Context: an optimization exercise on an open-source flow, tuned for small area. The choices shown serve that exercise and are no tape-out recipe.
No functional check of the RTL was part of this run.
Power figures rest on the tool's default switching activity, not on a simulated workload.

**flow/design.v**
```verilog
`default_nettype none
package score_gfx_pkg;
	localparam int PIXEL_W    = 11;
	localparam int POS_W      = 12;
	localparam int SCORE_W    = 4;
	localparam int NUM_SEGS   = 7;
	localparam int NUM_DIGITS = 4;
	localparam int RED_W   = 3;
	localparam int GREEN_W = 3;
	localparam int BLUE_W  = 2;
	typedef logic [PIXEL_W-1:0]  pixel_t;
	typedef logic [POS_W-1:0]    pos_t;
	typedef logic [SCORE_W-1:0]  score_t;
	typedef logic [NUM_SEGS-1:0] seg_mask_t;
	typedef logic [RED_W-1:0]   red_t;
	typedef logic [GREEN_W-1:0] green_t;
	typedef logic [BLUE_W-1:0]  blue_t;
	typedef logic signed [POS_W:0] coord_t;
	localparam int DIGIT_WIDTH_HALF     = 10;
	localparam int DIGIT_THICKNESS_HALF = 2;
	localparam int DIVIDER_X     = 400;
	localparam int DIVIDER_HALF  = 1;
	localparam int DIVIDER_Y_MAX = 600;
	localparam seg_mask_t SEG_HORIZ = 7'b100_1001;
	localparam red_t   DIGIT_RED   = '1;
	localparam green_t DIGIT_GREEN = '1;
	localparam blue_t  DIGIT_BLUE  = '1;
	localparam red_t   DIVIDER_RED   = '1;
	localparam green_t DIVIDER_GREEN = '1;
	localparam blue_t  DIVIDER_BLUE  = '1;
endpackage
`default_nettype wire
`timescale 1ns/1ns
`default_nettype none
module segment_decoder (
	input  wire score_gfx_pkg::score_t     score,
	output score_gfx_pkg::seg_mask_t       seg_mask
);
	always_comb
	begin
		case (score)
			4'd0:
				seg_mask = 7'b011_1111;
			4'd1:
				seg_mask = 7'b000_0110;
			4'd2:
				seg_mask = 7'b101_1011;
			4'd3:
				seg_mask = 7'b100_1111;
			4'd4:
				seg_mask = 7'b110_0110;
			4'd5:
				seg_mask = 7'b110_1101;
			4'd6:
				seg_mask = 7'b111_1101;
			4'd7:
				seg_mask = 7'b000_0111;
			4'd8:
				seg_mask = 7'b111_1111;
			4'd9:
				seg_mask = 7'b110_1111;
			default:
				seg_mask = '0;
		endcase
	end
endmodule
`default_nettype wire
`timescale 1ns/1ns
`default_nettype none
module digit_renderer (
	input  wire                          clk,
	input  wire                          arst_n,
	input  wire score_gfx_pkg::pixel_t   pixel_x,
	input  wire score_gfx_pkg::pixel_t   pixel_y,
	input  wire score_gfx_pkg::pos_t     digit_x,
	input  wire score_gfx_pkg::pos_t     digit_y,
	input  wire score_gfx_pkg::score_t   score,
	output logic                         digit_hit
);
	score_gfx_pkg::seg_mask_t seg_mask;
	score_gfx_pkg::seg_mask_t seg_in_box;
	score_gfx_pkg::coord_t px;
	score_gfx_pkg::coord_t py;
	score_gfx_pkg::coord_t dx;
	score_gfx_pkg::coord_t dy;
	score_gfx_pkg::coord_t w_half;
	score_gfx_pkg::coord_t t_half;
	score_gfx_pkg::coord_t seg_cx [score_gfx_pkg::NUM_SEGS];
	score_gfx_pkg::coord_t seg_cy [score_gfx_pkg::NUM_SEGS];
	logic hit_next;
	segment_decoder u_segment_decoder (
		.score    (score),
		.seg_mask (seg_mask)
	);
	assign px = score_gfx_pkg::coord_t'(pixel_x);
	assign py = score_gfx_pkg::coord_t'(pixel_y);
	assign dx = score_gfx_pkg::coord_t'(digit_x);
	assign dy = score_gfx_pkg::coord_t'(digit_y);
	assign w_half = score_gfx_pkg::coord_t'(score_gfx_pkg::DIGIT_WIDTH_HALF);
	assign t_half = score_gfx_pkg::coord_t'(score_gfx_pkg::DIGIT_THICKNESS_HALF);
	always_comb
	begin
		seg_cx[0] = dx;
		seg_cy[0] = dy - w_half - w_half;
		seg_cx[1] = dx + w_half;
		seg_cy[1] = dy - w_half;
		seg_cx[2] = dx + w_half;
		seg_cy[2] = dy + w_half;
		seg_cx[3] = dx;
		seg_cy[3] = dy + w_half + w_half;
		seg_cx[4] = dx - w_half;
		seg_cy[4] = dy + w_half;
		seg_cx[5] = dx - w_half;
		seg_cy[5] = dy - w_half;
		seg_cx[6] = dx;
		seg_cy[6] = dy;
	end
	for (genvar i = 0; i < score_gfx_pkg::NUM_SEGS; i++)
	begin : g_seg
		score_gfx_pkg::coord_t half_x;
		score_gfx_pkg::coord_t half_y;
		assign half_x = score_gfx_pkg::SEG_HORIZ[i] ? w_half : t_half;
		assign half_y = score_gfx_pkg::SEG_HORIZ[i] ? t_half : w_half;
		assign seg_in_box[i] = (px >= seg_cx[i] - half_x) &&
			(px <= seg_cx[i] + half_x) &&
			(py >= seg_cy[i] - half_y) &&
			(py <= seg_cy[i] + half_y);
	end
	assign hit_next = |(seg_in_box & seg_mask);
	always_ff @(posedge clk or negedge arst_n)
	begin
		if (!arst_n)
			digit_hit <= 1'b0;
		else
			digit_hit <= hit_next;
	end
endmodule
`default_nettype wire
`timescale 1ns/1ns
`default_nettype none
module pixel_compositor (
	input  wire                                   clk,
	input  wire                                   arst_n,
	input  wire score_gfx_pkg::pixel_t            pixel_x,
	input  wire score_gfx_pkg::pixel_t            pixel_y,
	input  wire [score_gfx_pkg::NUM_DIGITS-1:0]   digit_hit,
	output score_gfx_pkg::red_t                   red,
	output score_gfx_pkg::green_t                 green,
	output score_gfx_pkg::blue_t                  blue
);
	logic divider_next;
	logic divider_q;
	assign divider_next =
		(pixel_x >= score_gfx_pkg::pixel_t'(score_gfx_pkg::DIVIDER_X -
			score_gfx_pkg::DIVIDER_HALF)) &&
		(pixel_x <= score_gfx_pkg::pixel_t'(score_gfx_pkg::DIVIDER_X +
			score_gfx_pkg::DIVIDER_HALF)) &&
		(pixel_y <= score_gfx_pkg::pixel_t'(score_gfx_pkg::DIVIDER_Y_MAX));
	always_ff @(posedge clk or negedge arst_n)
	begin
		if (!arst_n)
			divider_q <= 1'b0;
		else
			divider_q <= divider_next;
	end
	always_ff @(posedge clk or negedge arst_n)
	begin
		if (!arst_n)
		begin
			red   <= '0;
			green <= '0;
			blue  <= '0;
		end
		else if (divider_q)
		begin
			red   <= score_gfx_pkg::DIVIDER_RED;
			green <= score_gfx_pkg::DIVIDER_GREEN;
			blue  <= score_gfx_pkg::DIVIDER_BLUE;
		end
		else if (|digit_hit)
		begin
			red   <= score_gfx_pkg::DIGIT_RED;
			green <= score_gfx_pkg::DIGIT_GREEN;
			blue  <= score_gfx_pkg::DIGIT_BLUE;
		end
		else
		begin
			red   <= '0;
			green <= '0;
			blue  <= '0;
		end
	end
endmodule
`default_nettype wire
`timescale 1ns/1ns
`default_nettype none
module score_overlay (
	input  wire                          clk,
	input  wire                          arst_n,
	input  wire score_gfx_pkg::pixel_t   pixel_x,
	input  wire score_gfx_pkg::pixel_t   pixel_y,
	input  wire score_gfx_pkg::pos_t     p1_tens_x,
	input  wire score_gfx_pkg::pos_t     p1_tens_y,
	input  wire score_gfx_pkg::pos_t     p1_units_x,
	input  wire score_gfx_pkg::pos_t     p1_units_y,
	input  wire score_gfx_pkg::pos_t     p2_tens_x,
	input  wire score_gfx_pkg::pos_t     p2_tens_y,
	input  wire score_gfx_pkg::pos_t     p2_units_x,
	input  wire score_gfx_pkg::pos_t     p2_units_y,
	input  wire score_gfx_pkg::score_t   p1_tens,
	input  wire score_gfx_pkg::score_t   p1_units,
	input  wire score_gfx_pkg::score_t   p2_tens,
	input  wire score_gfx_pkg::score_t   p2_units,
	output score_gfx_pkg::red_t          red,
	output score_gfx_pkg::green_t        green,
	output score_gfx_pkg::blue_t         blue
);
	logic [score_gfx_pkg::NUM_DIGITS-1:0] digit_hit;
	digit_renderer u_p1_tens (
		.clk       (clk),
		.arst_n    (arst_n),
		.pixel_x   (pixel_x),
		.pixel_y   (pixel_y),
		.digit_x   (p1_tens_x),
		.digit_y   (p1_tens_y),
		.score     (p1_tens),
		.digit_hit (digit_hit[0])
	);
	digit_renderer u_p1_units (
		.clk       (clk),
		.arst_n    (arst_n),
		.pixel_x   (pixel_x),
		.pixel_y   (pixel_y),
		.digit_x   (p1_units_x),
		.digit_y   (p1_units_y),
		.score     (p1_units),
		.digit_hit (digit_hit[1])
	);
	digit_renderer u_p2_tens (
		.clk       (clk),
		.arst_n    (arst_n),
		.pixel_x   (pixel_x),
		.pixel_y   (pixel_y),
		.digit_x   (p2_tens_x),
		.digit_y   (p2_tens_y),
		.score     (p2_tens),
		.digit_hit (digit_hit[2])
	);
	digit_renderer u_p2_units (
		.clk       (clk),
		.arst_n    (arst_n),
		.pixel_x   (pixel_x),
		.pixel_y   (pixel_y),
		.digit_x   (p2_units_x),
		.digit_y   (p2_units_y),
		.score     (p2_units),
		.digit_hit (digit_hit[3])
	);
	pixel_compositor u_pixel_compositor (
		.clk       (clk),
		.arst_n    (arst_n),
		.pixel_x   (pixel_x),
		.pixel_y   (pixel_y),
		.digit_hit (digit_hit),
		.red       (red),
		.green     (green),
		.blue      (blue)
	);
endmodule
`default_nettype wire
```
**flow/run.sh**
```bash
#!/bin/bash
# synth_recipe.tcl (not shown) runs the flow's synth.tcl, then flattens the netlist and writes it again
# the make line also repeats each setting of config.mk as NAME=value (left out here)
make -C /OpenROAD-flow-scripts/flow DESIGN_CONFIG=/design/flow/config.mk WORK_HOME=/design/flow/orfs CLKGATE_MAP_FILE= SYNTH_SCRIPT=/design/flow/synth_recipe.tcl finish
```
**flow/config.mk**
```make
export PLATFORM = sky130hd
export DESIGN_NAME = score_overlay
export DESIGN_NICKNAME = score_overlay
export VERILOG_FILES = /design/flow/design.v
export SDC_FILE = /design/flow/constraint.sdc
export NUM_CORES = 4
export LEC_CHECK = 0
export CAP_MARGIN = 20
export CORE_MARGIN = 2
export CORE_UTILIZATION = 40
export SLEW_MARGIN = 20
```
**flow/constraint.sdc**
```tcl
create_clock -name core_clock -period 7.5 [get_ports {clk}]
set_input_delay 1.5000 -clock core_clock [delete_from_list [all_inputs] [get_ports {clk}]]
set_output_delay 1.5000 -clock core_clock [all_outputs]
set_load 0.01 [all_outputs]
```
==> summary.md <==
| Metric | Value |
|---|---|
| Outcome | timing/DRC/antenna clean |
| Setup slack at placement | roughly 0.30 ns |
| Post-synthesis instance area | 0.0287 mm^2 |
| Worst VDD drop | ~0.000063 V |
| Reported max-cap violation count | 0 |
| Transition time of the tightest slew-check pin | 0.983 ns |
| Final Util | 0.439 |
| H-tree lvl count | 1 |
| First-pass GRT wire length | 150000 um |
| Weighted congestion at the end of routability-driven global placement | 0.907 |
| Num CTS Buffers | 3 |
| Hold endpoint | u_pixel_compositor.blue[0] |
| Final routed wirelength across all metal layers | 93600 um |
| DRC violation total after the first TritonRoute iteration | roughly 1800 |
| Fin crit period | 7.08 ns |
| Number of setup violations in the final report | 0 |
| Register bit total from synthesis | 6 |
| Share of the clock period used by the worst path | 0.944 |
| Terminus of the critical flop-to-flop path | u_pixel_compositor.blue[0] |
| Post-route standard cell area excluding fillers | about 0.031 mm^2 |
| Pwr per Cell Area | 81.1 mW/mm^2 |
| Area overhead of the layout relative to synthesis | 8.97% |
| Data arrival time of the worst path | 7.27 ns |
| Global route total overflow | 0 |
| Top-Level Pins | about 140 |
| Die Height | 272 um |
| Kind of path behind the tightest hold check | reg2reg |
| Width of the die | approximately 270 um |
| Number of global-route vias before repair | 27600 |
| Max Root-Sink Buffers | 2 |
| Start-to-end type of the worst setup path | in2reg |
| Overall via count from detail_route | between 20000 and 30000 |
| Synthesis Warnings | 5 |
| Post-cts repair resize count | 0 |
| DP Wirelength | 74200 um |
| Master cell of the clock root buffer | clkbuf_16 |
| Synth async-reset ratio | 1.00 |
| Peak fanout along the critical path | 16 |
| Synthesized area divided by synthesized cell count | 7.25 um^2 |
| Max-slew violation count | 0 |
| Mapped Cells | 3958 |
| Number of buffers inserted by hold repair at cts | 0 |
| Startpoint of the most critical register-to-register path | u_p1_units.digit_hit |
| Vias per inst | 5.90 |
| Starting Density | 0.403 |
| Worst-path clk slew | 0.05 ns |
| Layout cells sized above 1 | 0.0425 |
| Hold Violations, Final | 0 |
| Clock skew | 0.000907 ns |
| Post-synth EDFFs | 0 |
| Standard cell area after detailed placement | 0.0312 mm^2 |
| Total number of nets in the final design | around 4800 |
| Pin count of the biggest net entering global routing | 36 |
| Final antenna-violating net count | 0 |
| Highest-count cells in the layout ignoring fill and taps | 640 x ha_1, 377 x xnor2_1, 296 x nor2_1, 287 x nand2_1, 234 x a21oi_1 |
| Sequential share of the synthesized area | 0.00523 |
| Worst setup slack after layout | 0.418 ns |
| CORE AREA | 0.0712 mm^2 |
| Count of TritonRoute iterations in the first routing pass | 5 |
| Detailed-route DRC error count | 0 |
| Most frequent standard cell in the layout excluding fill and tap cells | ha_1 |
| Number of stages on the worst hold path | 2 |
| R2R Setup Slk | between 6 and 7 ns |
| Number of standard-cell rows in the floorplan | 98 |
| Endpoint kind of the worst setup timing path | register |
| Number of library cell types mapped by synthesis | 105 |
| Top_reg_cell synth | dfrtp_1 |
| Max-slew headroom at the worst pin | 0.336 |
| Die Area | between 0.07 and 0.08 mm^2 |
| Design Power | 2.54 mW |
| Data required time at the worst endpoint | 7.69 ns |
| Worst Hold Launch | u_pixel_compositor.divider_q |
| Buffers on Ports | 143 |
| CTS sink cnt | 6 |
| Wirelength per Cell | between 15 and 20 um |
| Clock tree from TritonCTS | done |
| Setup repair after global routing missed its margin | no |
| Clock latency reported for the late side of the worst-skew pair | 0.25 ns |
| Combined global-route utilization of all metal layers | 0.244 |
| Maximum clock frequency | 141 MHz |
| Synthesized netlist net count | 4734 |
| Worst setup SP type | input port |
| P_leak | 13.0 nW |
| Setup bufs post-CTS | 0 |
| Antenna violations before repair | 1 |
| Reg2reg path depth | 2 |
==> through the flow <==
stage / hold slack (ns) / instances / TNS, ns
finish: 0.471 / 4972 / 0
global route: 0.507 / 4971 / 0
CTS: 0.472 / 4971 / 0
detailed placement: 0.453 / 4968 / 0
global placement: 0.462 / 4968 / -0.340
floorplan: 0.405 / 3958 / 0
==> cell usage after synthesis, drive strengths merged (84+ instances only) <==
cell type / instances / area share
a21o: 84 / 0.022
nand4: 95 / 0.021
xor2: 198 / 0.061
o21ai: 216 / 0.038
clkbuf: 93 / 0.012
nor2: 297 / 0.039
a21oi: 234 / 0.041
inv: 168 / 0.022
ha: 640 / 0.28
nand2: 287 / 0.038
nand3: 147 / 0.026
nor3: 152 / 0.028
xnor2: 393 / 0.12
==> critical path: stages <==
cell and delay (ns):
clkdlybuf4s50_1 0.76, buf_4 0.37, a21oi_1 0.59, nor2_1 0.12, xnor2_1 0.63, nor3_1 0.17, nor2_1 0.30, inv_1 0.16
ha_1 0.31, and4_1 0.19, a2111oi_0 0.42, nand2_1 0.12, a31oi_1 0.21, o31a_1 0.18, a32oi_1 0.24, a2111oi_2 0.82
a211o_1 0.18
==> where the power goes <==
part	total, mW	internal [mW]	switching (mW)	leakage (nW)
combinational	2.39	0.979	1.41	12.8
sequential	0.0444	0.0362	0.00821	0.0817
clock	0.104	0.0701	0.0342	0.0370
==> flip-flops by register name, indices dropped and copies added, names as in the netlist <==
| name | count |
|---|---|
| u_pixel_compositor.divider_q | 1 |
| u_p1_tens.digit_hit | 1 |
| u_pixel_compositor.blue | 1 |
| u_p2_tens.digit_hit | 1 |
| u_p2_units.digit_hit | 1 |
| u_p1_units.digit_hit | 1 |
==> per-layer routing <==
metal | GRT usage | routed length [um] | part of all wire
met1 | 0.342 | 44700 | 0.48
met2 | 0.412 | 42700 | 0.46
met3 | 0.0175 | 4600 | 0.049
met4 | 0.0408 | 1520 | 0.016
met5 | 0 | 0 | 0
==> cells by family (layout without fill, tap and decap cells) <==
logic type / Yosys count / in the layout / share of synthesized area
buffers and inverters: 341 / 404 / 0.0483
DFF: 6 / 6 / 0.00523
adders and majority gates: 640 / 640 / 0.279
xor gates and xnor gates: 591 / 591 / 0.186
other: 0 / 1 / 0
AOI/OAI and AO/OA: 979 / 979 / 0.226
and+or+nand+nor: 1388 / 1388 / 0.251
muxes: 13 / 13 / 0.00467
==> final cells by class <==
type	instances	area (um^2)
tap	950	1190
multi-input combinational	3611	27200
antenna	1	2.50
fill	7349	40000
inverter	174	653
sequential	6	150
timing repair buffer	227	2030
clock buffer	3	75.1
==> how the worst max path moves through the flow <==
stage | start | endpoint | slack (ns) | cells past startpoint
6_report | p1_units_y[3] | u_p1_units.digit_hit | 0.42 | 17
4_1_cts | p1_units_y[3] | u_p1_units.digit_hit | 0.56 | 17
2_1_floorplan | p2_units_y[2] | u_p2_units.digit_hit | 1.35 | 22
3_5_place_dp | p1_units_y[3] | u_p1_units.digit_hit | 0.30 | 17
3_3_place_gp | p1_units_y[3] | u_p1_units.digit_hit | -0.34 | 17
5_1_grt | p1_units_y[3] | u_p1_units.digit_hit | 0.03 | 17

re-timing with driven ports:
How much do the figures lean on ideal ports? The routed layout below was timed once more, with nothing changed but the port constraints.
Step 1 sets driving cells, clkbuf_16 on the clock port and buf_2 on the other inputs (assumed; they add their load-dependent delay and slew).
Step 2 moves the port delays by t, midway between the first and last clock arrival at a register: inputs arrive t later, outputs are due t later. That takes back most of the time a late clock gives input paths.
Three values: ideal ports, drivers, drivers and shift; two values: the first two.
shift t [ns]: 0.295
slack for setup (ns): 0.418 / 0.442 / 0.147
hold WS [ns]: 0.471 / 0.471 / 0.471
After both steps setup and hold are still met in this run. For this run, drivers alone change the setup slack by +0.024 ns; drivers and shift together by -0.271 ns.
